From an optimization exercise on the open Yosys and OpenROAD flow, aimed at small area and few clock cycles; shortcuts taken in it are not production practice.
The RTL was checked by simulation tests, not by an equivalence proof against the original design.

==> design/flow/config.mk <==
export PLATFORM = sky130hd
export DESIGN_NAME = mac_pipe_array
export DESIGN_NICKNAME = mac_pipe_array
export VERILOG_FILES = /design/flow/design.v
export SDC_FILE = /design/flow/constraint.sdc
export NUM_CORES = 4
export LEC_CHECK = 0
export CAP_MARGIN = 20
export CORE_MARGIN = 2
export CORE_UTILIZATION = 60
export GPL_TIMING_DRIVEN = 0
export SETUP_SLACK_MARGIN = 0.1
export SLEW_MARGIN = 20
export SYNTH_HIERARCHICAL = 1
==> design/flow/constraint.sdc <==
create_clock -name core_clock -period 7.2 [get_ports {clk}]
set_input_delay 1.4400 -clock core_clock [delete_from_list [all_inputs] [get_ports {clk}]]
set_output_delay 1.4400 -clock core_clock [all_outputs]
set_load 0.01 [all_outputs]
==> design/flow/design.v <==
package mac_pkg;
  typedef enum logic {
    MODE_PSUM = 1'b0,
    MODE_ACC  = 1'b1
  } mode_e;
  localparam int SAT_MAX_W = 64;
  function automatic logic [SAT_MAX_W:0] sat_add(
    input logic [SAT_MAX_W-1:0] a,
    input logic [SAT_MAX_W-1:0] b,
    input int unsigned          width
  );
    logic [SAT_MAX_W:0] w_one;
    logic [SAT_MAX_W:0] w_lim;
    logic [SAT_MAX_W:0] w_full;
    w_one  = {{SAT_MAX_W{1'b0}}, 1'b1};
    w_lim  = (w_one << width) - w_one;
    w_full = {1'b0, a} + {1'b0, b};
    if (w_full > w_lim) begin
      sat_add = {1'b1, w_lim[SAT_MAX_W-1:0]};
    end else begin
      sat_add = {1'b0, w_full[SAT_MAX_W-1:0]};
    end
  endfunction
endpackage
module mac_fa (
  input  logic a,
  input  logic b,
  input  logic c,
  output logic s,
  output logic co
);
  assign s  = a ^ b ^ c;
  assign co = (a & b) | (a & c) | (b & c);
endmodule
module mac_ha_pp (
  input  logic a0,
  input  logic w0,
  input  logic a1,
  input  logic w1,
  output logic s,
  output logic co
);
  assign co = ~(a0 & w0 & a1 & w1);
  assign s  = ~((a0 & w0) ^ (a1 & w1));
endmodule
module mac_lane #(
  parameter int IN_BITWIDTH  = 16,
  parameter int OUT_BITWIDTH = 32
) (
  input  logic                    clk,
  input  logic                    rst,
  input  logic                    i_adv,
  input  logic                    i_step,
  input  mac_pkg::mode_e          i_mode,
  input  logic                    i_last,
  input  logic [IN_BITWIDTH-1:0]  i_a,
  input  logic [IN_BITWIDTH-1:0]  i_w,
  input  logic [OUT_BITWIDTH-1:0] i_sum,
  output logic [OUT_BITWIDTH-1:0] o_out,
  output logic                    o_sat
);
  logic [OUT_BITWIDTH-1:0] r_acc;
  logic                    r_sticky;
  logic [OUT_BITWIDTH-1:0] r_out;
  logic                    r_out_sat;
  logic [OUT_BITWIDTH-1:0] w_base;
  logic [OUT_BITWIDTH-1:0] w_base_n;
  logic [OUT_BITWIDTH:0]   w_r0, w_r1;
  logic [OUT_BITWIDTH:0]   w_sum_n, w_g, w_p, w_c;
  logic [OUT_BITWIDTH:0]   w_tot;
  logic                    w_sat;
  logic [OUT_BITWIDTH-1:0] w_res;
  logic [IN_BITWIDTH-1:0]  pp_n [IN_BITWIDTH];
  assign w_base   = (i_mode == mac_pkg::MODE_PSUM) ? i_sum : (r_acc | {OUT_BITWIDTH{r_sticky}});
  assign w_base_n = ~w_base;
  for (genvar i = 0; i < IN_BITWIDTH; i++) begin : g_pp
    assign pp_n[i] = ~(i_w & {IN_BITWIDTH{i_a[i]}});
  end
  logic t239s, t239c;
  logic t238s, t238c;
  logic t237s, t237c;
  logic t236s, t236c;
  logic t235s, t235c;
  logic t234s, t234c;
  logic t233s, t233c;
  logic t232s, t232c;
  logic t231s, t231c;
  logic t230s, t230c;
  logic t229s, t229c;
  logic t228s, t228c;
  logic t227s, t227c;
  logic t226s, t226c;
  logic t225s, t225c;
  logic t224s, t224c;
  logic t223s, t223c;
  logic t222s, t222c;
  logic t221s, t221c;
  logic t220s, t220c;
  logic t219s, t219c;
  logic t218s, t218c;
  logic t217s, t217c;
  logic t216s, t216c;
  logic t215s, t215c;
  logic t214s, t214c;
  logic t213s, t213c;
  logic t212s, t212c;
  logic t211s, t211c;
  logic t210s, t210c;
  logic t209s, t209c;
  logic t208s, t208c;
  logic t207s, t207c;
  logic t206s, t206c;
  logic t205s, t205c;
  logic t204s, t204c;
  logic t203s, t203c;
  logic t202s, t202c;
  logic t201s, t201c;
  logic t200s, t200c;
  logic t199s, t199c;
  logic t198s, t198c;
  logic t197s, t197c;
  logic t196s, t196c;
  logic t195s, t195c;
  logic t194s, t194c;
  logic t193s, t193c;
  logic t192s, t192c;
  logic t191s, t191c;
  logic t190s, t190c;
  logic t189s, t189c;
  logic t188s, t188c;
  logic t187s, t187c;
  logic t186s, t186c;
  logic t185s, t185c;
  logic t184s, t184c;
  logic t183s, t183c;
  logic t182s, t182c;
  logic t181s, t181c;
  logic t180s, t180c;
  logic t179s, t179c;
  logic t178s, t178c;
  logic t177s, t177c;
  logic t176s, t176c;
  logic t175s, t175c;
  logic t174s, t174c;
  logic t173s, t173c;
  logic t172s, t172c;
  logic t171s, t171c;
  logic t170s, t170c;
  logic t169s, t169c;
  logic t168s, t168c;
  logic t167s, t167c;
  logic t166s, t166c;
  logic t165s, t165c;
  logic t164s, t164c;
  logic t163s, t163c;
  logic t162s, t162c;
  logic t161s, t161c;
  logic t160s, t160c;
  logic t159s, t159c;
  logic t158s, t158c;
  logic t157s, t157c;
  logic t156s, t156c;
  logic t155s, t155c;
  logic t154s, t154c;
  logic t153s, t153c;
  logic t152s, t152c;
  logic t151s, t151c;
  logic t150s, t150c;
  logic t149s, t149c;
  logic t148s, t148c;
  logic t147s, t147c;
  logic t146s, t146c;
  logic t145s, t145c;
  logic t144s, t144c;
  logic t143s, t143c;
  logic t142s, t142c;
  logic t141s, t141c;
  logic t140s, t140c;
  logic t139s, t139c;
  logic t138s, t138c;
  logic t137s, t137c;
  logic t136s, t136c;
  logic t135s, t135c;
  logic t134s, t134c;
  logic t133s, t133c;
  logic t132s, t132c;
  logic t131s, t131c;
  logic t130s, t130c;
  logic t129s, t129c;
  logic t128s, t128c;
  logic t127s, t127c;
  logic t126s, t126c;
  logic t125s, t125c;
  logic t124s, t124c;
  logic t123s, t123c;
  logic t122s, t122c;
  logic t121s, t121c;
  logic t120s, t120c;
  logic t119s, t119c;
  logic t118s, t118c;
  logic t117s, t117c;
  logic t116s, t116c;
  logic t115s, t115c;
  logic t114s, t114c;
  logic t113s, t113c;
  logic t112s, t112c;
  logic t111s, t111c;
  logic t110s, t110c;
  logic t109s, t109c;
  logic t108s, t108c;
  logic t107s, t107c;
  logic t106s, t106c;
  logic t105s, t105c;
  logic t104s, t104c;
  logic t103s, t103c;
  logic t102s, t102c;
  logic t101s, t101c;
  logic t100s, t100c;
  logic t99s, t99c;
  logic t98s, t98c;
  logic t97s, t97c;
  logic t96s, t96c;
  logic t95s, t95c;
  logic t94s, t94c;
  logic t93s, t93c;
  logic t92s, t92c;
  logic t91s, t91c;
  logic t90s, t90c;
  logic t89s, t89c;
  logic t88s, t88c;
  logic t87s, t87c;
  logic t86s, t86c;
  logic t85s, t85c;
  logic t84s, t84c;
  logic t83s, t83c;
  logic t82s, t82c;
  logic t81s, t81c;
  logic t80s, t80c;
  logic t79s, t79c;
  logic t78s, t78c;
  logic t77s, t77c;
  logic t76s, t76c;
  logic t75s, t75c;
  logic t74s, t74c;
  logic t73s, t73c;
  logic t72s, t72c;
  logic t71s, t71c;
  logic t70s, t70c;
  logic t69s, t69c;
  logic t68s, t68c;
  logic t67s, t67c;
  logic t66s, t66c;
  logic t65s, t65c;
  logic t64s, t64c;
  logic t63s, t63c;
  logic t62s, t62c;
  logic t61s, t61c;
  logic t60s, t60c;
  logic t59s, t59c;
  logic t58s, t58c;
  logic t57s, t57c;
  logic t56s, t56c;
  logic t55s, t55c;
  logic t54s, t54c;
  logic t53s, t53c;
  logic t52s, t52c;
  logic t51s, t51c;
  logic t50s, t50c;
  logic t49s, t49c;
  logic t48s, t48c;
  logic t47s, t47c;
  logic t46s, t46c;
  logic t45s, t45c;
  logic t44s, t44c;
  logic t43s, t43c;
  logic t42s, t42c;
  logic t41s, t41c;
  logic t40s, t40c;
  logic t39s, t39c;
  logic t38s, t38c;
  logic t37s, t37c;
  logic t36s, t36c;
  logic t35s, t35c;
  logic t34s, t34c;
  logic t33s, t33c;
  logic t32s, t32c;
  logic t31s, t31c;
  logic t30s, t30c;
  logic t29s, t29c;
  logic t28s, t28c;
  logic t27s, t27c;
  logic t26s, t26c;
  logic t25s, t25c;
  logic t24s, t24c;
  logic t23s, t23c;
  logic t22s, t22c;
  logic t21s, t21c;
  logic t20s, t20c;
  logic t19s, t19c;
  logic t18s, t18c;
  logic t17s, t17c;
  logic t16s, t16c;
  logic t15s, t15c;
  logic t14s, t14c;
  logic t13s, t13c;
  logic t12s, t12c;
  logic t11s, t11c;
  logic t10s, t10c;
  logic t9s, t9c;
  logic t8s, t8c;
  logic t7s, t7c;
  logic t6s, t6c;
  logic t5s, t5c;
  logic t4s, t4c;
  logic t3s, t3c;
  logic t2s, t2c;
  logic t1s, t1c;
  logic t0s, t0c;
  mac_ha_pp u_ha0 (.a0(i_a[0]), .w0(i_w[12]), .a1(i_a[10]), .w1(i_w[2]), .s(t0s), .co(t0c));
  mac_fa u_fa0 (.a(pp_n[0][13]), .b(pp_n[10][3]), .c(pp_n[11][2]), .s(t1s), .co(t1c));
  mac_ha_pp u_ha1 (.a0(i_a[12]), .w0(i_w[1]), .a1(i_a[13]), .w1(i_w[0]), .s(t2s), .co(t2c));
  mac_fa u_fa1 (.a(pp_n[0][14]), .b(pp_n[10][4]), .c(pp_n[11][3]), .s(t3s), .co(t3c));
  mac_fa u_fa2 (.a(pp_n[12][2]), .b(pp_n[13][1]), .c(pp_n[14][0]), .s(t4s), .co(t4c));
  mac_ha_pp u_ha2 (.a0(i_a[1]), .w0(i_w[13]), .a1(i_a[2]), .w1(i_w[12]), .s(t5s), .co(t5c));
  mac_fa u_fa3 (.a(pp_n[0][15]), .b(pp_n[10][5]), .c(pp_n[11][4]), .s(t6s), .co(t6c));
  mac_fa u_fa4 (.a(pp_n[12][3]), .b(pp_n[13][2]), .c(pp_n[14][1]), .s(t7s), .co(t7c));
  mac_fa u_fa5 (.a(pp_n[15][0]), .b(pp_n[1][14]), .c(pp_n[2][13]), .s(t8s), .co(t8c));
  mac_ha_pp u_ha3 (.a0(i_a[3]), .w0(i_w[12]), .a1(i_a[4]), .w1(i_w[11]), .s(t9s), .co(t9c));
  mac_fa u_fa6 (.a(pp_n[10][6]), .b(pp_n[11][5]), .c(pp_n[12][4]), .s(t10s), .co(t10c));
  mac_fa u_fa7 (.a(pp_n[13][3]), .b(pp_n[14][2]), .c(pp_n[15][1]), .s(t11s), .co(t11c));
  mac_fa u_fa8 (.a(pp_n[1][15]), .b(pp_n[2][14]), .c(pp_n[3][13]), .s(t12s), .co(t12c));
  mac_ha_pp u_ha4 (.a0(i_a[4]), .w0(i_w[12]), .a1(i_a[5]), .w1(i_w[11]), .s(t13s), .co(t13c));
  mac_fa u_fa9 (.a(pp_n[10][7]), .b(pp_n[11][6]), .c(pp_n[12][5]), .s(t14s), .co(t14c));
  mac_fa u_fa10 (.a(pp_n[13][4]), .b(pp_n[14][3]), .c(pp_n[15][2]), .s(t15s), .co(t15c));
  mac_fa u_fa11 (.a(pp_n[2][15]), .b(pp_n[3][14]), .c(pp_n[4][13]), .s(t16s), .co(t16c));
  mac_fa u_fa12 (.a(pp_n[10][8]), .b(pp_n[11][7]), .c(pp_n[12][6]), .s(t17s), .co(t17c));
  mac_fa u_fa13 (.a(pp_n[13][5]), .b(pp_n[14][4]), .c(pp_n[15][3]), .s(t18s), .co(t18c));
  mac_fa u_fa14 (.a(pp_n[10][9]), .b(pp_n[11][8]), .c(pp_n[12][7]), .s(t19s), .co(t19c));
  mac_ha_pp u_ha5 (.a0(i_a[0]), .w0(i_w[8]), .a1(i_a[1]), .w1(i_w[7]), .s(t20s), .co(t20c));
  mac_fa u_fa15 (.a(pp_n[0][9]), .b(pp_n[1][8]), .c(pp_n[2][7]), .s(t21s), .co(t21c));
  mac_ha_pp u_ha6 (.a0(i_a[3]), .w0(i_w[6]), .a1(i_a[4]), .w1(i_w[5]), .s(t22s), .co(t22c));
  mac_fa u_fa16 (.a(pp_n[0][10]), .b(pp_n[10][0]), .c(pp_n[1][9]), .s(t23s), .co(t23c));
  mac_fa u_fa17 (.a(pp_n[2][8]), .b(pp_n[3][7]), .c(pp_n[4][6]), .s(t24s), .co(t24c));
  mac_ha_pp u_ha7 (.a0(i_a[5]), .w0(i_w[5]), .a1(i_a[6]), .w1(i_w[4]), .s(t25s), .co(t25c));
  mac_fa u_fa18 (.a(pp_n[0][11]), .b(pp_n[10][1]), .c(pp_n[11][0]), .s(t26s), .co(t26c));
  mac_fa u_fa19 (.a(pp_n[1][10]), .b(pp_n[2][9]), .c(pp_n[3][8]), .s(t27s), .co(t27c));
  mac_fa u_fa20 (.a(pp_n[4][7]), .b(pp_n[5][6]), .c(pp_n[6][5]), .s(t28s), .co(t28c));
  mac_ha_pp u_ha8 (.a0(i_a[7]), .w0(i_w[4]), .a1(i_a[8]), .w1(i_w[3]), .s(t29s), .co(t29c));
  mac_fa u_fa21 (.a(pp_n[11][1]), .b(pp_n[12][0]), .c(pp_n[1][11]), .s(t30s), .co(t30c));
  mac_fa u_fa22 (.a(pp_n[2][10]), .b(pp_n[3][9]), .c(pp_n[4][8]), .s(t31s), .co(t31c));
  mac_fa u_fa23 (.a(pp_n[5][7]), .b(pp_n[6][6]), .c(pp_n[7][5]), .s(t32s), .co(t32c));
  mac_fa u_fa24 (.a(pp_n[8][4]), .b(pp_n[9][3]), .c(w_base_n[12]), .s(t33s), .co(t33c));
  mac_fa u_fa25 (.a(pp_n[1][12]), .b(pp_n[2][11]), .c(pp_n[3][10]), .s(t34s), .co(t34c));
  mac_fa u_fa26 (.a(pp_n[4][9]), .b(pp_n[5][8]), .c(pp_n[6][7]), .s(t35s), .co(t35c));
  mac_fa u_fa27 (.a(pp_n[7][6]), .b(pp_n[8][5]), .c(pp_n[9][4]), .s(t36s), .co(t36c));
  mac_fa u_fa28 (.a(w_base_n[13]), .b(t0c), .c(t2s), .s(t37s), .co(t37c));
  mac_fa u_fa29 (.a(pp_n[3][11]), .b(pp_n[4][10]), .c(pp_n[5][9]), .s(t38s), .co(t38c));
  mac_fa u_fa30 (.a(pp_n[6][8]), .b(pp_n[7][7]), .c(pp_n[8][6]), .s(t39s), .co(t39c));
  mac_fa u_fa31 (.a(pp_n[9][5]), .b(w_base_n[14]), .c(t2c), .s(t40s), .co(t40c));
  mac_fa u_fa32 (.a(t1c), .b(t5s), .c(t3s), .s(t41s), .co(t41c));
  mac_fa u_fa33 (.a(pp_n[5][10]), .b(pp_n[6][9]), .c(pp_n[7][8]), .s(t42s), .co(t42c));
  mac_fa u_fa34 (.a(pp_n[8][7]), .b(pp_n[9][6]), .c(w_base_n[15]), .s(t43s), .co(t43c));
  mac_fa u_fa35 (.a(t5c), .b(t3c), .c(t4c), .s(t44s), .co(t44c));
  mac_fa u_fa36 (.a(t9s), .b(t6s), .c(t7s), .s(t45s), .co(t45c));
  mac_fa u_fa37 (.a(pp_n[6][10]), .b(pp_n[7][9]), .c(pp_n[8][8]), .s(t46s), .co(t46c));
  mac_fa u_fa38 (.a(pp_n[9][7]), .b(w_base_n[16]), .c(t9c), .s(t47s), .co(t47c));
  mac_fa u_fa39 (.a(t6c), .b(t7c), .c(t8c), .s(t48s), .co(t48c));
  mac_fa u_fa40 (.a(t13s), .b(t10s), .c(t11s), .s(t49s), .co(t49c));
  mac_fa u_fa41 (.a(pp_n[5][12]), .b(pp_n[6][11]), .c(pp_n[7][10]), .s(t50s), .co(t50c));
  mac_fa u_fa42 (.a(pp_n[8][9]), .b(pp_n[9][8]), .c(w_base_n[17]), .s(t51s), .co(t51c));
  mac_fa u_fa43 (.a(t13c), .b(t10c), .c(t11c), .s(t52s), .co(t52c));
  mac_fa u_fa44 (.a(t12c), .b(t14s), .c(t15s), .s(t53s), .co(t53c));
  mac_fa u_fa45 (.a(pp_n[3][15]), .b(pp_n[4][14]), .c(pp_n[5][13]), .s(t54s), .co(t54c));
  mac_fa u_fa46 (.a(pp_n[6][12]), .b(pp_n[7][11]), .c(pp_n[8][10]), .s(t55s), .co(t55c));
  mac_fa u_fa47 (.a(pp_n[9][9]), .b(w_base_n[18]), .c(t14c), .s(t56s), .co(t56c));
  mac_fa u_fa48 (.a(t15c), .b(t16c), .c(t17s), .s(t57s), .co(t57c));
  mac_fa u_fa49 (.a(pp_n[13][6]), .b(pp_n[14][5]), .c(pp_n[15][4]), .s(t58s), .co(t58c));
  mac_fa u_fa50 (.a(pp_n[4][15]), .b(pp_n[5][14]), .c(pp_n[6][13]), .s(t59s), .co(t59c));
  mac_fa u_fa51 (.a(pp_n[7][12]), .b(pp_n[8][11]), .c(pp_n[9][10]), .s(t60s), .co(t60c));
  mac_fa u_fa52 (.a(w_base_n[19]), .b(t17c), .c(t18c), .s(t61s), .co(t61c));
  mac_fa u_fa53 (.a(pp_n[10][10]), .b(pp_n[11][9]), .c(pp_n[12][8]), .s(t62s), .co(t62c));
  mac_fa u_fa54 (.a(pp_n[13][7]), .b(pp_n[14][6]), .c(pp_n[15][5]), .s(t63s), .co(t63c));
  mac_fa u_fa55 (.a(pp_n[5][15]), .b(pp_n[6][14]), .c(pp_n[7][13]), .s(t64s), .co(t64c));
  mac_fa u_fa56 (.a(pp_n[8][12]), .b(pp_n[9][11]), .c(w_base_n[20]), .s(t65s), .co(t65c));
  mac_fa u_fa57 (.a(pp_n[10][11]), .b(pp_n[11][10]), .c(pp_n[12][9]), .s(t66s), .co(t66c));
  mac_fa u_fa58 (.a(pp_n[13][8]), .b(pp_n[14][7]), .c(pp_n[15][6]), .s(t67s), .co(t67c));
  mac_fa u_fa59 (.a(pp_n[6][15]), .b(pp_n[7][14]), .c(pp_n[8][13]), .s(t68s), .co(t68c));
  mac_fa u_fa60 (.a(pp_n[10][12]), .b(pp_n[11][11]), .c(pp_n[12][10]), .s(t69s), .co(t69c));
  mac_fa u_fa61 (.a(pp_n[13][9]), .b(pp_n[14][8]), .c(pp_n[15][7]), .s(t70s), .co(t70c));
  mac_fa u_fa62 (.a(pp_n[10][13]), .b(pp_n[11][12]), .c(pp_n[12][11]), .s(t71s), .co(t71c));
  mac_ha_pp u_ha9 (.a0(i_a[0]), .w0(i_w[5]), .a1(i_a[1]), .w1(i_w[4]), .s(t72s), .co(t72c));
  mac_fa u_fa63 (.a(pp_n[0][6]), .b(pp_n[1][5]), .c(pp_n[2][4]), .s(t73s), .co(t73c));
  mac_ha_pp u_ha10 (.a0(i_a[3]), .w0(i_w[3]), .a1(i_a[4]), .w1(i_w[2]), .s(t74s), .co(t74c));
  mac_fa u_fa64 (.a(pp_n[0][7]), .b(pp_n[1][6]), .c(pp_n[2][5]), .s(t75s), .co(t75c));
  mac_fa u_fa65 (.a(pp_n[3][4]), .b(pp_n[4][3]), .c(pp_n[5][2]), .s(t76s), .co(t76c));
  mac_ha_pp u_ha11 (.a0(i_a[6]), .w0(i_w[1]), .a1(i_a[7]), .w1(i_w[0]), .s(t77s), .co(t77c));
  mac_fa u_fa66 (.a(pp_n[2][6]), .b(pp_n[3][5]), .c(pp_n[4][4]), .s(t78s), .co(t78c));
  mac_fa u_fa67 (.a(pp_n[5][3]), .b(pp_n[6][2]), .c(pp_n[7][1]), .s(t79s), .co(t79c));
  mac_fa u_fa68 (.a(pp_n[8][0]), .b(w_base_n[8]), .c(t20s), .s(t80s), .co(t80c));
  mac_fa u_fa69 (.a(pp_n[5][4]), .b(pp_n[6][3]), .c(pp_n[7][2]), .s(t81s), .co(t81c));
  mac_fa u_fa70 (.a(pp_n[8][1]), .b(pp_n[9][0]), .c(w_base_n[9]), .s(t82s), .co(t82c));
  mac_fa u_fa71 (.a(t20c), .b(t22s), .c(t21s), .s(t83s), .co(t83c));
  mac_fa u_fa72 (.a(pp_n[7][3]), .b(pp_n[8][2]), .c(pp_n[9][1]), .s(t84s), .co(t84c));
  mac_fa u_fa73 (.a(w_base_n[10]), .b(t22c), .c(t21c), .s(t85s), .co(t85c));
  mac_fa u_fa74 (.a(t25s), .b(t23s), .c(t24s), .s(t86s), .co(t86c));
  mac_fa u_fa75 (.a(pp_n[9][2]), .b(w_base_n[11]), .c(t25c), .s(t87s), .co(t87c));
  mac_fa u_fa76 (.a(t23c), .b(t24c), .c(t29s), .s(t88s), .co(t88c));
  mac_fa u_fa77 (.a(t26s), .b(t27s), .c(t28s), .s(t89s), .co(t89c));
  mac_fa u_fa78 (.a(t29c), .b(t26c), .c(t27c), .s(t90s), .co(t90c));
  mac_fa u_fa79 (.a(t28c), .b(t0s), .c(t30s), .s(t91s), .co(t91c));
  mac_fa u_fa80 (.a(t31s), .b(t32s), .c(t33s), .s(t92s), .co(t92c));
  mac_fa u_fa81 (.a(t30c), .b(t31c), .c(t32c), .s(t93s), .co(t93c));
  mac_fa u_fa82 (.a(t33c), .b(t1s), .c(t34s), .s(t94s), .co(t94c));
  mac_fa u_fa83 (.a(t35s), .b(t36s), .c(t37s), .s(t95s), .co(t95c));
  mac_fa u_fa84 (.a(t34c), .b(t35c), .c(t36c), .s(t96s), .co(t96c));
  mac_fa u_fa85 (.a(t38s), .b(t39s), .c(t4s), .s(t97s), .co(t97c));
  mac_fa u_fa86 (.a(t37c), .b(t40s), .c(t41s), .s(t98s), .co(t98c));
  mac_fa u_fa87 (.a(t38c), .b(t39c), .c(t42s), .s(t99s), .co(t99c));
  mac_fa u_fa88 (.a(t8s), .b(t43s), .c(t40c), .s(t100s), .co(t100c));
  mac_fa u_fa89 (.a(t41c), .b(t44s), .c(t45s), .s(t101s), .co(t101c));
  mac_fa u_fa90 (.a(t42c), .b(t43c), .c(t12s), .s(t102s), .co(t102c));
  mac_fa u_fa91 (.a(t46s), .b(t44c), .c(t47s), .s(t103s), .co(t103c));
  mac_fa u_fa92 (.a(t45c), .b(t48s), .c(t49s), .s(t104s), .co(t104c));
  mac_fa u_fa93 (.a(t46c), .b(t16s), .c(t50s), .s(t105s), .co(t105c));
  mac_fa u_fa94 (.a(t51s), .b(t47c), .c(t48c), .s(t106s), .co(t106c));
  mac_fa u_fa95 (.a(t49c), .b(t52s), .c(t53s), .s(t107s), .co(t107c));
  mac_fa u_fa96 (.a(t50c), .b(t51c), .c(t18s), .s(t108s), .co(t108c));
  mac_fa u_fa97 (.a(t54s), .b(t55s), .c(t52c), .s(t109s), .co(t109c));
  mac_fa u_fa98 (.a(t56s), .b(t53c), .c(t57s), .s(t110s), .co(t110c));
  mac_fa u_fa99 (.a(t54c), .b(t55c), .c(t19s), .s(t111s), .co(t111c));
  mac_fa u_fa100 (.a(t58s), .b(t59s), .c(t60s), .s(t112s), .co(t112c));
  mac_fa u_fa101 (.a(t56c), .b(t57c), .c(t61s), .s(t113s), .co(t113c));
  mac_fa u_fa102 (.a(t19c), .b(t58c), .c(t59c), .s(t114s), .co(t114c));
  mac_fa u_fa103 (.a(t60c), .b(t62s), .c(t63s), .s(t115s), .co(t115c));
  mac_fa u_fa104 (.a(t64s), .b(t65s), .c(t61c), .s(t116s), .co(t116c));
  mac_fa u_fa105 (.a(pp_n[9][12]), .b(w_base_n[21]), .c(t62c), .s(t117s), .co(t117c));
  mac_fa u_fa106 (.a(t63c), .b(t64c), .c(t65c), .s(t118s), .co(t118c));
  mac_fa u_fa107 (.a(t66s), .b(t67s), .c(t68s), .s(t119s), .co(t119c));
  mac_fa u_fa108 (.a(pp_n[7][15]), .b(pp_n[8][14]), .c(pp_n[9][13]), .s(t120s), .co(t120c));
  mac_fa u_fa109 (.a(w_base_n[22]), .b(t66c), .c(t67c), .s(t121s), .co(t121c));
  mac_fa u_fa110 (.a(t68c), .b(t69s), .c(t70s), .s(t122s), .co(t122c));
  mac_fa u_fa111 (.a(pp_n[13][10]), .b(pp_n[14][9]), .c(pp_n[15][8]), .s(t123s), .co(t123c));
  mac_fa u_fa112 (.a(pp_n[8][15]), .b(pp_n[9][14]), .c(w_base_n[23]), .s(t124s), .co(t124c));
  mac_fa u_fa113 (.a(t69c), .b(t70c), .c(t71s), .s(t125s), .co(t125c));
  mac_fa u_fa114 (.a(pp_n[10][14]), .b(pp_n[11][13]), .c(pp_n[12][12]), .s(t126s), .co(t126c));
  mac_fa u_fa115 (.a(pp_n[13][11]), .b(pp_n[14][10]), .c(pp_n[15][9]), .s(t127s), .co(t127c));
  mac_fa u_fa116 (.a(pp_n[9][15]), .b(w_base_n[24]), .c(t71c), .s(t128s), .co(t128c));
  mac_fa u_fa117 (.a(pp_n[10][15]), .b(pp_n[11][14]), .c(pp_n[12][13]), .s(t129s), .co(t129c));
  mac_fa u_fa118 (.a(pp_n[13][12]), .b(pp_n[14][11]), .c(pp_n[15][10]), .s(t130s), .co(t130c));
  mac_fa u_fa119 (.a(pp_n[11][15]), .b(pp_n[12][14]), .c(pp_n[13][13]), .s(t131s), .co(t131c));
  mac_ha_pp u_ha12 (.a0(i_a[0]), .w0(i_w[3]), .a1(i_a[1]), .w1(i_w[2]), .s(t132s), .co(t132c));
  mac_fa u_fa120 (.a(pp_n[0][4]), .b(pp_n[1][3]), .c(pp_n[2][2]), .s(t133s), .co(t133c));
  mac_ha_pp u_ha13 (.a0(i_a[3]), .w0(i_w[1]), .a1(i_a[4]), .w1(i_w[0]), .s(t134s), .co(t134c));
  mac_fa u_fa121 (.a(pp_n[2][3]), .b(pp_n[3][2]), .c(pp_n[4][1]), .s(t135s), .co(t135c));
  mac_fa u_fa122 (.a(pp_n[5][0]), .b(w_base_n[5]), .c(t72s), .s(t136s), .co(t136c));
  mac_fa u_fa123 (.a(pp_n[5][1]), .b(pp_n[6][0]), .c(w_base_n[6]), .s(t137s), .co(t137c));
  mac_fa u_fa124 (.a(t72c), .b(t74s), .c(t73s), .s(t138s), .co(t138c));
  mac_fa u_fa125 (.a(w_base_n[7]), .b(t74c), .c(t73c), .s(t139s), .co(t139c));
  mac_fa u_fa126 (.a(t77s), .b(t75s), .c(t76s), .s(t140s), .co(t140c));
  mac_fa u_fa127 (.a(t77c), .b(t75c), .c(t76c), .s(t141s), .co(t141c));
  mac_fa u_fa128 (.a(t78s), .b(t79s), .c(t80s), .s(t142s), .co(t142c));
  mac_fa u_fa129 (.a(t78c), .b(t79c), .c(t81s), .s(t143s), .co(t143c));
  mac_fa u_fa130 (.a(t82s), .b(t80c), .c(t83s), .s(t144s), .co(t144c));
  mac_fa u_fa131 (.a(t81c), .b(t82c), .c(t84s), .s(t145s), .co(t145c));
  mac_fa u_fa132 (.a(t83c), .b(t85s), .c(t86s), .s(t146s), .co(t146c));
  mac_fa u_fa133 (.a(t84c), .b(t85c), .c(t87s), .s(t147s), .co(t147c));
  mac_fa u_fa134 (.a(t86c), .b(t88s), .c(t89s), .s(t148s), .co(t148c));
  mac_fa u_fa135 (.a(t87c), .b(t88c), .c(t90s), .s(t149s), .co(t149c));
  mac_fa u_fa136 (.a(t89c), .b(t91s), .c(t92s), .s(t150s), .co(t150c));
  mac_fa u_fa137 (.a(t90c), .b(t91c), .c(t92c), .s(t151s), .co(t151c));
  mac_fa u_fa138 (.a(t93s), .b(t94s), .c(t95s), .s(t152s), .co(t152c));
  mac_fa u_fa139 (.a(t93c), .b(t94c), .c(t96s), .s(t153s), .co(t153c));
  mac_fa u_fa140 (.a(t97s), .b(t95c), .c(t98s), .s(t154s), .co(t154c));
  mac_fa u_fa141 (.a(t96c), .b(t97c), .c(t99s), .s(t155s), .co(t155c));
  mac_fa u_fa142 (.a(t100s), .b(t98c), .c(t101s), .s(t156s), .co(t156c));
  mac_fa u_fa143 (.a(t99c), .b(t102s), .c(t100c), .s(t157s), .co(t157c));
  mac_fa u_fa144 (.a(t103s), .b(t101c), .c(t104s), .s(t158s), .co(t158c));
  mac_fa u_fa145 (.a(t102c), .b(t105s), .c(t103c), .s(t159s), .co(t159c));
  mac_fa u_fa146 (.a(t106s), .b(t104c), .c(t107s), .s(t160s), .co(t160c));
  mac_fa u_fa147 (.a(t105c), .b(t108s), .c(t106c), .s(t161s), .co(t161c));
  mac_fa u_fa148 (.a(t109s), .b(t107c), .c(t110s), .s(t162s), .co(t162c));
  mac_fa u_fa149 (.a(t108c), .b(t111s), .c(t112s), .s(t163s), .co(t163c));
  mac_fa u_fa150 (.a(t109c), .b(t110c), .c(t113s), .s(t164s), .co(t164c));
  mac_fa u_fa151 (.a(t111c), .b(t112c), .c(t114s), .s(t165s), .co(t165c));
  mac_fa u_fa152 (.a(t115s), .b(t116s), .c(t113c), .s(t166s), .co(t166c));
  mac_fa u_fa153 (.a(t114c), .b(t117s), .c(t115c), .s(t167s), .co(t167c));
  mac_fa u_fa154 (.a(t118s), .b(t119s), .c(t116c), .s(t168s), .co(t168c));
  mac_fa u_fa155 (.a(t120s), .b(t117c), .c(t118c), .s(t169s), .co(t169c));
  mac_fa u_fa156 (.a(t121s), .b(t119c), .c(t122s), .s(t170s), .co(t170c));
  mac_fa u_fa157 (.a(t120c), .b(t123s), .c(t124s), .s(t171s), .co(t171c));
  mac_fa u_fa158 (.a(t121c), .b(t122c), .c(t125s), .s(t172s), .co(t172c));
  mac_fa u_fa159 (.a(t123c), .b(t124c), .c(t126s), .s(t173s), .co(t173c));
  mac_fa u_fa160 (.a(t127s), .b(t128s), .c(t125c), .s(t174s), .co(t174c));
  mac_fa u_fa161 (.a(w_base_n[25]), .b(t126c), .c(t127c), .s(t175s), .co(t175c));
  mac_fa u_fa162 (.a(t129s), .b(t130s), .c(t128c), .s(t176s), .co(t176c));
  mac_fa u_fa163 (.a(pp_n[14][12]), .b(pp_n[15][11]), .c(w_base_n[26]), .s(t177s), .co(t177c));
  mac_fa u_fa164 (.a(t129c), .b(t130c), .c(t131s), .s(t178s), .co(t178c));
  mac_fa u_fa165 (.a(pp_n[12][15]), .b(pp_n[13][14]), .c(pp_n[14][13]), .s(t179s), .co(t179c));
  mac_fa u_fa166 (.a(pp_n[15][12]), .b(w_base_n[27]), .c(t131c), .s(t180s), .co(t180c));
  mac_fa u_fa167 (.a(pp_n[13][15]), .b(pp_n[14][14]), .c(pp_n[15][13]), .s(t181s), .co(t181c));
  mac_ha_pp u_ha14 (.a0(i_a[0]), .w0(i_w[2]), .a1(i_a[1]), .w1(i_w[1]), .s(t182s), .co(t182c));
  mac_fa u_fa168 (.a(pp_n[2][1]), .b(pp_n[3][0]), .c(w_base_n[3]), .s(t183s), .co(t183c));
  mac_fa u_fa169 (.a(w_base_n[4]), .b(t132c), .c(t134s), .s(t184s), .co(t184c));
  mac_fa u_fa170 (.a(t134c), .b(t133c), .c(t135s), .s(t185s), .co(t185c));
  mac_fa u_fa171 (.a(t135c), .b(t137s), .c(t136c), .s(t186s), .co(t186c));
  mac_fa u_fa172 (.a(t137c), .b(t138c), .c(t139s), .s(t187s), .co(t187c));
  mac_fa u_fa173 (.a(t139c), .b(t140c), .c(t141s), .s(t188s), .co(t188c));
  mac_fa u_fa174 (.a(t141c), .b(t143s), .c(t142c), .s(t189s), .co(t189c));
  mac_fa u_fa175 (.a(t143c), .b(t145s), .c(t144c), .s(t190s), .co(t190c));
  mac_fa u_fa176 (.a(t145c), .b(t147s), .c(t146c), .s(t191s), .co(t191c));
  mac_fa u_fa177 (.a(t147c), .b(t149s), .c(t148c), .s(t192s), .co(t192c));
  mac_fa u_fa178 (.a(t149c), .b(t151s), .c(t150c), .s(t193s), .co(t193c));
  mac_fa u_fa179 (.a(t151c), .b(t153s), .c(t152c), .s(t194s), .co(t194c));
  mac_fa u_fa180 (.a(t153c), .b(t155s), .c(t154c), .s(t195s), .co(t195c));
  mac_fa u_fa181 (.a(t155c), .b(t157s), .c(t156c), .s(t196s), .co(t196c));
  mac_fa u_fa182 (.a(t157c), .b(t159s), .c(t158c), .s(t197s), .co(t197c));
  mac_fa u_fa183 (.a(t159c), .b(t161s), .c(t160c), .s(t198s), .co(t198c));
  mac_fa u_fa184 (.a(t161c), .b(t163s), .c(t162c), .s(t199s), .co(t199c));
  mac_fa u_fa185 (.a(t163c), .b(t165s), .c(t164c), .s(t200s), .co(t200c));
  mac_fa u_fa186 (.a(t165c), .b(t167s), .c(t168s), .s(t201s), .co(t201c));
  mac_fa u_fa187 (.a(t167c), .b(t169s), .c(t168c), .s(t202s), .co(t202c));
  mac_fa u_fa188 (.a(t171s), .b(t169c), .c(t170c), .s(t203s), .co(t203c));
  mac_fa u_fa189 (.a(t171c), .b(t173s), .c(t172c), .s(t204s), .co(t204c));
  mac_fa u_fa190 (.a(t173c), .b(t175s), .c(t176s), .s(t205s), .co(t205c));
  mac_fa u_fa191 (.a(t177s), .b(t175c), .c(t178s), .s(t206s), .co(t206c));
  mac_fa u_fa192 (.a(t177c), .b(t179s), .c(t180s), .s(t207s), .co(t207c));
  mac_fa u_fa193 (.a(w_base_n[28]), .b(t179c), .c(t181s), .s(t208s), .co(t208c));
  mac_fa u_fa194 (.a(pp_n[14][15]), .b(pp_n[15][14]), .c(w_base_n[29]), .s(t209s), .co(t209c));
  mac_ha_pp u_ha15 (.a0(i_a[0]), .w0(i_w[1]), .a1(i_a[1]), .w1(i_w[0]), .s(t210s), .co(t210c));
  mac_fa u_fa195 (.a(pp_n[2][0]), .b(w_base_n[2]), .c(t182s), .s(t211s), .co(t211c));
  mac_fa u_fa196 (.a(t182c), .b(t132s), .c(t183s), .s(t212s), .co(t212c));
  mac_fa u_fa197 (.a(t183c), .b(t133s), .c(t184s), .s(t213s), .co(t213c));
  mac_fa u_fa198 (.a(t184c), .b(t136s), .c(t185s), .s(t214s), .co(t214c));
  mac_fa u_fa199 (.a(t185c), .b(t138s), .c(t186s), .s(t215s), .co(t215c));
  mac_fa u_fa200 (.a(t140s), .b(t186c), .c(t187s), .s(t216s), .co(t216c));
  mac_fa u_fa201 (.a(t187c), .b(t142s), .c(t188s), .s(t217s), .co(t217c));
  mac_fa u_fa202 (.a(t188c), .b(t144s), .c(t189s), .s(t218s), .co(t218c));
  mac_fa u_fa203 (.a(t146s), .b(t189c), .c(t190s), .s(t219s), .co(t219c));
  mac_fa u_fa204 (.a(t148s), .b(t190c), .c(t191s), .s(t220s), .co(t220c));
  mac_fa u_fa205 (.a(t150s), .b(t191c), .c(t192s), .s(t221s), .co(t221c));
  mac_fa u_fa206 (.a(t192c), .b(t152s), .c(t193s), .s(t222s), .co(t222c));
  mac_fa u_fa207 (.a(t193c), .b(t154s), .c(t194s), .s(t223s), .co(t223c));
  mac_fa u_fa208 (.a(t156s), .b(t194c), .c(t195s), .s(t224s), .co(t224c));
  mac_fa u_fa209 (.a(t158s), .b(t195c), .c(t196s), .s(t225s), .co(t225c));
  mac_fa u_fa210 (.a(t160s), .b(t196c), .c(t197s), .s(t226s), .co(t226c));
  mac_fa u_fa211 (.a(t162s), .b(t197c), .c(t198s), .s(t227s), .co(t227c));
  mac_fa u_fa212 (.a(t164s), .b(t198c), .c(t199s), .s(t228s), .co(t228c));
  mac_fa u_fa213 (.a(t166s), .b(t199c), .c(t200s), .s(t229s), .co(t229c));
  mac_fa u_fa214 (.a(t166c), .b(t201s), .c(t200c), .s(t230s), .co(t230c));
  mac_fa u_fa215 (.a(t170s), .b(t201c), .c(t202s), .s(t231s), .co(t231c));
  mac_fa u_fa216 (.a(t172s), .b(t202c), .c(t203s), .s(t232s), .co(t232c));
  mac_fa u_fa217 (.a(t174s), .b(t203c), .c(t204s), .s(t233s), .co(t233c));
  mac_fa u_fa218 (.a(t174c), .b(t205s), .c(t204c), .s(t234s), .co(t234c));
  mac_fa u_fa219 (.a(t176c), .b(t206s), .c(t205c), .s(t235s), .co(t235c));
  mac_fa u_fa220 (.a(t178c), .b(t207s), .c(t206c), .s(t236s), .co(t236c));
  mac_fa u_fa221 (.a(t180c), .b(t208s), .c(t207c), .s(t237s), .co(t237c));
  mac_fa u_fa222 (.a(t181c), .b(t209s), .c(t208c), .s(t238s), .co(t238c));
  mac_fa u_fa223 (.a(pp_n[15][15]), .b(w_base_n[30]), .c(t209c), .s(t239s), .co(t239c));
  assign w_r0 = {1'b1, w_base_n[31], t238c, t237c, t236c, t235c, t234c, t233c, t232c, t231c, t230c, t229c, t228c, t227c, t226c, t225c, t224c, t223c, t222c, t221c, t220c, t219c, t218c, t217c, t216c, t215c, t214c, t213c, t212c, t211c, t210c, w_base_n[1], pp_n[0][0]};
  assign w_r1 = {1'b1, t239c, t239s, t238s, t237s, t236s, t235s, t234s, t233s, t232s, t231s, t230s, t229s, t228s, t227s, t226s, t225s, t224s, t223s, t222s, t221s, t220s, t219s, t218s, t217s, t216s, t215s, t214s, t213s, t212s, t211s, t210s, w_base_n[0]};
  logic pg4_27, pp4_27;
  logic pg4_26, pp4_26;
  logic pg4_25, pp4_25;
  logic pg4_24, pp4_24;
  logic pg4_23, pp4_23;
  logic pg4_22, pp4_22;
  logic pg4_21, pp4_21;
  logic pg4_20, pp4_20;
  logic pg4_19, pp4_19;
  logic pg4_18, pp4_18;
  logic pg4_17, pp4_17;
  logic pg4_16, pp4_16;
  logic pg3_27, pp3_27;
  logic pg3_26, pp3_26;
  logic pg3_25, pp3_25;
  logic pg3_24, pp3_24;
  logic pg3_15, pp3_15;
  logic pg3_14, pp3_14;
  logic pg3_13, pp3_13;
  logic pg3_12, pp3_12;
  logic pg3_11, pp3_11;
  logic pg3_10, pp3_10;
  logic pg3_9, pp3_9;
  logic pg3_8, pp3_8;
  logic pg2_23, pp2_23;
  logic pg2_22, pp2_22;
  logic pg2_21, pp2_21;
  logic pg2_20, pp2_20;
  logic pg2_15, pp2_15;
  logic pg2_14, pp2_14;
  logic pg2_13, pp2_13;
  logic pg2_12, pp2_12;
  logic pg2_7, pp2_7;
  logic pg2_6, pp2_6;
  logic pg2_5, pp2_5;
  logic pg2_4, pp2_4;
  logic pg1_27, pp1_27;
  logic pg1_26, pp1_26;
  logic pg1_23, pp1_23;
  logic pg1_22, pp1_22;
  logic pg1_19, pp1_19;
  logic pg1_18, pp1_18;
  logic pg1_15, pp1_15;
  logic pg1_14, pp1_14;
  logic pg1_11, pp1_11;
  logic pg1_10, pp1_10;
  logic pg1_7, pp1_7;
  logic pg1_6, pp1_6;
  logic pg1_3, pp1_3;
  logic pg1_2, pp1_2;
  logic pg0_27, pp0_27;
  logic pg0_25, pp0_25;
  logic pg0_23, pp0_23;
  logic pg0_21, pp0_21;
  logic pg0_19, pp0_19;
  logic pg0_17, pp0_17;
  logic pg0_15, pp0_15;
  logic pg0_13, pp0_13;
  logic pg0_11, pp0_11;
  logic pg0_9, pp0_9;
  logic pg0_7, pp0_7;
  logic pg0_5, pp0_5;
  logic pg0_3, pp0_3;
  logic pg0_1, pp0_1;
  assign w_g = w_r0 & w_r1;
  assign w_p = w_r0 ^ w_r1;
  assign w_c[0] = 1'b1;
  assign w_c[1] = w_g[0] | (w_p[0] & w_c[0]);
  assign w_c[2] = w_g[1] | (w_p[1] & w_c[1]);
  assign w_c[3] = w_g[2] | (w_p[2] & w_c[2]);
  assign w_c[4] = w_g[3] | (w_p[3] & w_c[3]);
  assign w_c[5] = w_g[4] | (w_p[4] & w_c[4]);
  assign w_c[6] = w_g[5] | (w_p[5] & w_c[5]);
  assign pg0_1 = w_g[6] | (w_p[6] & w_c[6]);
  assign pg0_3 = w_g[8] | (w_p[8] & w_g[7]);
  assign pp0_3 = w_p[8] & w_p[7];
  assign pg0_5 = w_g[10] | (w_p[10] & w_g[9]);
  assign pp0_5 = w_p[10] & w_p[9];
  assign pg0_7 = w_g[12] | (w_p[12] & w_g[11]);
  assign pp0_7 = w_p[12] & w_p[11];
  assign pg0_9 = w_g[14] | (w_p[14] & w_g[13]);
  assign pp0_9 = w_p[14] & w_p[13];
  assign pg0_11 = w_g[16] | (w_p[16] & w_g[15]);
  assign pp0_11 = w_p[16] & w_p[15];
  assign pg0_13 = w_g[18] | (w_p[18] & w_g[17]);
  assign pp0_13 = w_p[18] & w_p[17];
  assign pg0_15 = w_g[20] | (w_p[20] & w_g[19]);
  assign pp0_15 = w_p[20] & w_p[19];
  assign pg0_17 = w_g[22] | (w_p[22] & w_g[21]);
  assign pp0_17 = w_p[22] & w_p[21];
  assign pg0_19 = w_g[24] | (w_p[24] & w_g[23]);
  assign pp0_19 = w_p[24] & w_p[23];
  assign pg0_21 = w_g[26] | (w_p[26] & w_g[25]);
  assign pp0_21 = w_p[26] & w_p[25];
  assign pg0_23 = w_g[28] | (w_p[28] & w_g[27]);
  assign pp0_23 = w_p[28] & w_p[27];
  assign pg0_25 = w_g[30] | (w_p[30] & w_g[29]);
  assign pp0_25 = w_p[30] & w_p[29];
  assign pg0_27 = w_g[32] | (w_p[32] & w_g[31]);
  assign pp0_27 = w_p[32] & w_p[31];
  assign pg1_2 = w_g[7] | (w_p[7] & pg0_1);
  assign pg1_3 = pg0_3 | (pp0_3 & pg0_1);
  assign pg1_6 = w_g[11] | (w_p[11] & pg0_5);
  assign pp1_6 = w_p[11] & pp0_5;
  assign pg1_7 = pg0_7 | (pp0_7 & pg0_5);
  assign pp1_7 = pp0_7 & pp0_5;
  assign pg1_10 = w_g[15] | (w_p[15] & pg0_9);
  assign pp1_10 = w_p[15] & pp0_9;
  assign pg1_11 = pg0_11 | (pp0_11 & pg0_9);
  assign pp1_11 = pp0_11 & pp0_9;
  assign pg1_14 = w_g[19] | (w_p[19] & pg0_13);
  assign pp1_14 = w_p[19] & pp0_13;
  assign pg1_15 = pg0_15 | (pp0_15 & pg0_13);
  assign pp1_15 = pp0_15 & pp0_13;
  assign pg1_18 = w_g[23] | (w_p[23] & pg0_17);
  assign pp1_18 = w_p[23] & pp0_17;
  assign pg1_19 = pg0_19 | (pp0_19 & pg0_17);
  assign pp1_19 = pp0_19 & pp0_17;
  assign pg1_22 = w_g[27] | (w_p[27] & pg0_21);
  assign pp1_22 = w_p[27] & pp0_21;
  assign pg1_23 = pg0_23 | (pp0_23 & pg0_21);
  assign pp1_23 = pp0_23 & pp0_21;
  assign pg1_26 = w_g[31] | (w_p[31] & pg0_25);
  assign pp1_26 = w_p[31] & pp0_25;
  assign pg1_27 = pg0_27 | (pp0_27 & pg0_25);
  assign pp1_27 = pp0_27 & pp0_25;
  assign pg2_4 = w_g[9] | (w_p[9] & pg1_3);
  assign pg2_5 = pg0_5 | (pp0_5 & pg1_3);
  assign pg2_6 = pg1_6 | (pp1_6 & pg1_3);
  assign pg2_7 = pg1_7 | (pp1_7 & pg1_3);
  assign pg2_12 = w_g[17] | (w_p[17] & pg1_11);
  assign pp2_12 = w_p[17] & pp1_11;
  assign pg2_13 = pg0_13 | (pp0_13 & pg1_11);
  assign pp2_13 = pp0_13 & pp1_11;
  assign pg2_14 = pg1_14 | (pp1_14 & pg1_11);
  assign pp2_14 = pp1_14 & pp1_11;
  assign pg2_15 = pg1_15 | (pp1_15 & pg1_11);
  assign pp2_15 = pp1_15 & pp1_11;
  assign pg2_20 = w_g[25] | (w_p[25] & pg1_19);
  assign pp2_20 = w_p[25] & pp1_19;
  assign pg2_21 = pg0_21 | (pp0_21 & pg1_19);
  assign pp2_21 = pp0_21 & pp1_19;
  assign pg2_22 = pg1_22 | (pp1_22 & pg1_19);
  assign pp2_22 = pp1_22 & pp1_19;
  assign pg2_23 = pg1_23 | (pp1_23 & pg1_19);
  assign pp2_23 = pp1_23 & pp1_19;
  assign pg3_8 = w_g[13] | (w_p[13] & pg2_7);
  assign pg3_9 = pg0_9 | (pp0_9 & pg2_7);
  assign pg3_10 = pg1_10 | (pp1_10 & pg2_7);
  assign pg3_11 = pg1_11 | (pp1_11 & pg2_7);
  assign pg3_12 = pg2_12 | (pp2_12 & pg2_7);
  assign pg3_13 = pg2_13 | (pp2_13 & pg2_7);
  assign pg3_14 = pg2_14 | (pp2_14 & pg2_7);
  assign pg3_15 = pg2_15 | (pp2_15 & pg2_7);
  assign pg3_24 = w_g[29] | (w_p[29] & pg2_23);
  assign pp3_24 = w_p[29] & pp2_23;
  assign pg3_25 = pg0_25 | (pp0_25 & pg2_23);
  assign pp3_25 = pp0_25 & pp2_23;
  assign pg3_26 = pg1_26 | (pp1_26 & pg2_23);
  assign pp3_26 = pp1_26 & pp2_23;
  assign pg3_27 = pg1_27 | (pp1_27 & pg2_23);
  assign pp3_27 = pp1_27 & pp2_23;
  assign pg4_16 = w_g[21] | (w_p[21] & pg3_15);
  assign pg4_17 = pg0_17 | (pp0_17 & pg3_15);
  assign pg4_18 = pg1_18 | (pp1_18 & pg3_15);
  assign pg4_19 = pg1_19 | (pp1_19 & pg3_15);
  assign pg4_20 = pg2_20 | (pp2_20 & pg3_15);
  assign pg4_21 = pg2_21 | (pp2_21 & pg3_15);
  assign pg4_22 = pg2_22 | (pp2_22 & pg3_15);
  assign pg4_23 = pg2_23 | (pp2_23 & pg3_15);
  assign pg4_24 = pg3_24 | (pp3_24 & pg3_15);
  assign pg4_25 = pg3_25 | (pp3_25 & pg3_15);
  assign pg4_26 = pg3_26 | (pp3_26 & pg3_15);
  assign pg4_27 = pg3_27 | (pp3_27 & pg3_15);
  assign w_c[7] = pg0_1;
  assign w_c[8] = pg1_2;
  assign w_c[9] = pg1_3;
  assign w_c[10] = pg2_4;
  assign w_c[11] = pg2_5;
  assign w_c[12] = pg2_6;
  assign w_c[13] = pg2_7;
  assign w_c[14] = pg3_8;
  assign w_c[15] = pg3_9;
  assign w_c[16] = pg3_10;
  assign w_c[17] = pg3_11;
  assign w_c[18] = pg3_12;
  assign w_c[19] = pg3_13;
  assign w_c[20] = pg3_14;
  assign w_c[21] = pg3_15;
  assign w_c[22] = pg4_16;
  assign w_c[23] = pg4_17;
  assign w_c[24] = pg4_18;
  assign w_c[25] = pg4_19;
  assign w_c[26] = pg4_20;
  assign w_c[27] = pg4_21;
  assign w_c[28] = pg4_22;
  assign w_c[29] = pg4_23;
  assign w_c[30] = pg4_24;
  assign w_c[31] = pg4_25;
  assign w_c[32] = pg4_26;
  assign w_sum_n = w_p ^ w_c;
  assign w_tot   = ~w_sum_n;
  assign w_sat = w_tot[OUT_BITWIDTH];
  assign w_res = w_tot[OUT_BITWIDTH-1:0];
  always_ff @(posedge clk or posedge rst) begin
    if (rst) begin
      r_acc    <= '0;
      r_sticky <= 1'b0;
    end else if (i_step) begin
      if (i_last) begin
        r_acc    <= '0;
        r_sticky <= 1'b0;
      end else begin
        r_acc    <= w_res;
        r_sticky <= r_sticky | w_sat;
      end
    end
  end
  always_ff @(posedge clk) begin
    if (i_adv) begin
      r_out     <= w_res;
      r_out_sat <= w_sat | ((i_mode == mac_pkg::MODE_ACC) & r_sticky);
    end
  end
  assign o_out = r_out | {OUT_BITWIDTH{r_out_sat}};
  assign o_sat = r_out_sat;
endmodule
module mac_pipe_array #(
  parameter int LANES        = 4,
  parameter int IN_BITWIDTH  = 16,
  parameter int OUT_BITWIDTH = 32
) (
  input  logic                          clk,
  input  logic                          rst,
  input  logic                          in_valid,
  output logic                          in_ready,
  input  logic                          mode,
  input  logic                          in_last,
  input  logic [LANES*IN_BITWIDTH-1:0]  a_in,
  input  logic [LANES*IN_BITWIDTH-1:0]  w_in,
  input  logic [LANES*OUT_BITWIDTH-1:0] sum_in,
  output logic                          out_valid,
  input  logic                          out_ready,
  output logic [LANES*OUT_BITWIDTH-1:0] out,
  output logic [LANES-1:0]              out_sat
);
  logic w_adv;
  logic w_acc_step;
  logic r_out_valid;
  assign w_adv      = !r_out_valid || out_ready;
  assign in_ready   = w_adv;
  assign w_acc_step = in_valid && w_adv && (mac_pkg::mode_e'(mode) == mac_pkg::MODE_ACC);
  always_ff @(posedge clk or posedge rst) begin
    if (rst) begin
      r_out_valid <= 1'b0;
    end else if (w_adv) begin
      r_out_valid <= in_valid && ((mac_pkg::mode_e'(mode) == mac_pkg::MODE_PSUM) || in_last);
    end
  end
  assign out_valid = r_out_valid;
  for (genvar g = 0; g < LANES; g++) begin : g_lane
    mac_lane #(
      .IN_BITWIDTH (IN_BITWIDTH),
      .OUT_BITWIDTH(OUT_BITWIDTH)
    ) u_lane (
      .clk       (clk),
      .rst       (rst),
      .i_adv     (w_adv),
      .i_step    (w_acc_step),
      .i_mode    (mac_pkg::mode_e'(mode)),
      .i_last    (in_last),
      .i_a       (a_in[g*IN_BITWIDTH +: IN_BITWIDTH]),
      .i_w       (w_in[g*IN_BITWIDTH +: IN_BITWIDTH]),
      .i_sum     (sum_in[g*OUT_BITWIDTH +: OUT_BITWIDTH]),
      .o_out     (out[g*OUT_BITWIDTH +: OUT_BITWIDTH]),
      .o_sat     (out_sat[g])
    );
  end
endmodule
==> design/flow/flow/run.sh <==
#!/bin/bash
# The standard layout, with the port buffers made from the smallest buffer cell and the
# buffers that synthesis put in taken out at floorplan (placement's repair adds back what the
# slew and capacitance limits need).
set -euo pipefail
bash standard.sh synth > synth.log 2>&1
bash standard.sh 'BUFFER_PORTS_ARGS=-buffer_cell sky130_fd_sc_hd__buf_1' REMOVE_ABC_BUFFERS=1 finish > layout.log 2>&1
==> design/flow/standard.sh <==
#!/bin/bash
# synth_recipe.tcl (not shown) runs the flow's synth.tcl, then flattens the netlist and writes it again
# the make line also repeats each setting of config.mk as NAME=value (left out here)
make -C /OpenROAD-flow-scripts/flow DESIGN_CONFIG=/design/flow/config.mk WORK_HOME=/design/flow/orfs CLKGATE_MAP_FILE= SYNTH_SCRIPT=/design/flow/synth_recipe.tcl "${@:-finish}"
==> metrics.md <==
| Metric | Value |
|---|---|
| Highest Clock Rate | `144 MHz` |
| Setup TNS | `0 ns` |
| H-tree Lvls | `2` |
| CTS tree | `done` |
| Synth cell types | `46` |
| Worst Max-Slew Pin Slew | `1.21 ns` |
| Max Clock Skew | `0.0170 ns` |
| Drt via density | `6.38` |
| Post-layout min period | `6.93 ns` |
| Final Cycle Share | `0.962` |
| Slew Viols, Final | `0` |
| Largest net degree at the start of global routing | `49` |
| Via Count | `around 31000` |
| Avg Synthesized Cell Area | `10.5 µm²` |
| Area delta synth->final | `9.51%` |
| Num CTS Buffers | `35` |
| Critical path, cell by cell | `buf_1, buf_6, nand2_1, fa_1, fa_1, fa_1, fa_1, fa_1, fa_1, ha_1, a21o_1, a21oi_1, nor3b_1, a21boi_4, nor2_1, fa_1, xnor2_1, a22o_1` |
| Slowest CP cell | `fa_1` |
| Die W | `261 µm` |
| FP Rows | `94` |
| Commonest non-fill, non-tap cells in the layout | `nand2_1 (1132), fa_1 (936), buf_1 (287)` |
| Longest Clk Path Bufs | `3` |
| GRT Util Overall | `0.381` |
| CP max stage delay | `about 0.57 ns` |
| Post-DRT Antenna Nets | `0` |
| Routed wire length | `125000 µm` |
| Wire per inst | `25.5 µm` |
| Share of cells above drive strength 1 | `0.0890` |
| Root Driver | `clkbuf_16` |
| Flops & latches, synth | `265` |
| Final net count | `5311` |
| Slew HR | `0.192` |
| Area taken by multi-input logic gates | `0.0312 mm²` |
| Hold_ws | `0.482 ns` |
| Commonest non-fill, non-tap cell in the layout | `nand2_1` |
| Worst-path clk slew | `0.06 ns` |
| Placer Congestion | `slightly above 0.9` |
| Sequential share of the synthesized area | `0.184` |
| Reg area | `0.00729 mm²` |
| Number of max-cap violations | `0` |
| Fillers | `between 5000 and 6000` |
| Mapped cell area | `between 0.03 and 0.04 mm²` |
| Post-detail-place hpwl | `roughly 90000 µm` |
| Vias in the first global route | `between 30000 and 40000` |
| DIE HEIGHT | `261 µm` |
| Initial antenna violation count | `6` |
| Post-CTS Setup Bufs | `0` |
| CP Max Fanout | `16` |
| Initial Util | `0.604` |
| RSZ-0062 raised after global routing | `true` |
| Yosys Warn Count | `10` |
| First-pass GRT wire length | `195000 µm` |
| CP startpoint kind | `primary input` |
| R2R Setup Slk | `between 0.7 and 0.8 ns` |
| Clock sink total | `around 270` |
| Synth Flop Type | `dfrtp_1` |
| Post-synth EDFFs | `132` |
| Result of the run | `timing/DRC/antenna clean` |
| Cell mode on critical path | `fa_1` |
| Total die area | `0.0681 mm²` |
| # DRC | `0` |
| Count of final setup violators | `0` |
| Io pins | `396` |
| Core ar. | `between 0.06 and 0.07 mm²` |
| Total gr overflow | `0` |
| Setup CP Type | `primary input to flop` |
| Initial detailed-routing violation count | `2492` |
| Worst Hold Class | `flop to flop` |
| Worst Path Arrival | `7.39 ns` |
| Final hold vios | `0` |
| Post-Synthesis Cells | `3775` |
| Crit path required time | `7.66 ns` |
| FFs w/ async S/R, synth | `0.502` |
| Port Buffers | `395` |
| Worst skew pair latency | `0.58 ns` |
| Critical Path End Type | `flop` |
| Initial DRT Pass Iterations | `6` |
## state kept, by name, indices dropped and copies added (netlist names)
register / flops
g_lane.u_lane.r_acc: 128
g_lane.u_lane.r_out: 128
g_lane.u_lane.r_out_sat: 4
g_lane.u_lane.r_sticky: 4
r_out_valid: 1
## critical path: cells and delay by family
kind | cells | cell delay, ns
fa+ha+maj | 8 | 3.61
compound gates | 4 | 1.01
buf+inv | 2 | 0.68
simple gates | 3 | 0.48
xor+xnor | 1 | 0.16
## final timing paths
kind / start / depth (start not counted) / endpoint
min: g_lane[0].u_lane.r_acc[21]$_DFFE_PP0P_ / 2 / g_lane[0].u_lane.r_acc[21]$_DFFE_PP0P_
min in group asynchronous: rst / 2 / r_out_valid$_DFFE_PP0P_
min reg2reg: g_lane[0].u_lane.r_acc[21]$_DFFE_PP0P_ / 2 / g_lane[0].u_lane.r_acc[21]$_DFFE_PP0P_
max in group asynchronous: rst / 3 / g_lane[3].u_lane.r_acc[22]$_DFFE_PP0P_
max: a_in[17] / 18 / g_lane[1].u_lane.r_acc[22]$_DFFE_PP0P_
max reg2reg: g_lane[1].u_lane.r_sticky$_DFFE_PP0P_ / 16 / g_lane[1].u_lane.r_acc[22]$_DFFE_PP0P_
## kinds of logic (layout without fill, tap and decap cells)
logic type	Yosys count	count (layout)	synth area share
AOI/OAI and AO/OA	449	449	0.0806
other	0	1	0
DFF	265	265	0.184
adders and majority gates	1040	1040	0.506
buffers and inverters	318	577	0.0301
and+or+nand+nor	1563	1563	0.168
xor gates and xnor gates	140	140	0.0310
## repair_timing
| action | CTS | global route |
|---|---|---|
| endpoints found under the setup margin | 48 | 48 |
| pin swaps | 0 | 0 |
| hold buffers | 0 | 0 |
| resized for setup | 77 | 142 |
## modules after synthesis, one instance, submodules excluded, excerpt
module          cells inside  flip-flops and latches
mac_ha_pp                  4                       0
mac_pipe_array             7                       1
mac_fa                     1                       0
## cell type report
cell class,count,share of cell area
Timing Repair Buffer,425,0.0537
Multi-Input combinational cell,3192,0.719
Sequential cell,265,0.168
Tap cell,864,0.0249
Antenna cell,1,0.0000577
Clock buffer,45,0.0225
Inverter,90,0.00791
Clock inverter,17,0.00381
## stage by stage
stage           util  worst slack, ns  instances  instance area [µm²]
4_1_cts        0.661           0.0968       4893                43300
5_1_grt        0.662           0.0852       4898                43400
2_1_floorplan      -            0.848       3547                38700
3_3_place_gp   0.631            -9.62       4806                41300
3_5_place_dp   0.639           -0.897       4831                41900
6_report       0.662            0.274       4899                43400
## per-layer routing
metal	track usage	up-vias	routed length, µm
met2	0.610	2011	59000
met4	0.182	10	6690
met3	0.108	504	14500
met1	0.482	16000	44500
li1	-	12700	-
met5	0	-	61
## synth_stat cells, types with 8 or more instances
master,instances,area [µm²]
a21o_1,24,180
a21oi_1,56,280
a22o_1,108,946
a31oi_1,16,100
and2_1,8,50.1
and3_1,13,81.3
clkbuf_1,228,856
dfrtp_1,133,3330
edfxtp_1,132,3960
fa_1,936,18700
ha_1,104,1300
inv_1,86,323
nand2_1,1132,4250
nand2b_1,24,150
nand3_1,12,60.1
nand4_1,68,425
nor2_1,124,465
nor2b_1,13,81.3
nor3_1,8,40.0
nor4_1,8,50.1
o21a_1,16,120
o21ai_0,81,405
o21ai_1,8,40.0
o22ai_1,64,400
o2bb2ai_1,8,70.1
o31ai_1,28,210
or2_1,8,50.1
or2_2,128,801
xnor2_1,108,946
xor2_1,32,280
Testbench counts, summed over its fixed seeds: cycles 12,008.

-- re-timing with driven ports --
How much do the figures lean on ideal ports? The routed layout below was timed once more, with nothing changed but the port constraints.
Step 1 (the two cells are an assumption about what drives the block):
set clk [get_ports {clk}]
set_driving_cell -lib_cell sky130_fd_sc_hd__clkbuf_16 $clk
set_driving_cell -lib_cell sky130_fd_sc_hd__buf_2 [delete_from_list [all_inputs] $clk]
Step 2 times the ports against the registers' clock, not the clock port: input delays grow and output delays shrink by t, the midpoint of the rising clock arrivals with the driver on.
Slacks: ideal ports / drivers / drivers and shift; pairs: ideal ports / drivers.
shift t [ns]: 0.636
slack for setup (ns): 0.274 / 0.316 / -0.320
worst setup path after step 2: input to register
Met with ideal ports but missed after step 2: setup timing in this run. The setup slack of this run moves by +0.042 ns with the drivers and by -0.594 ns with both steps.
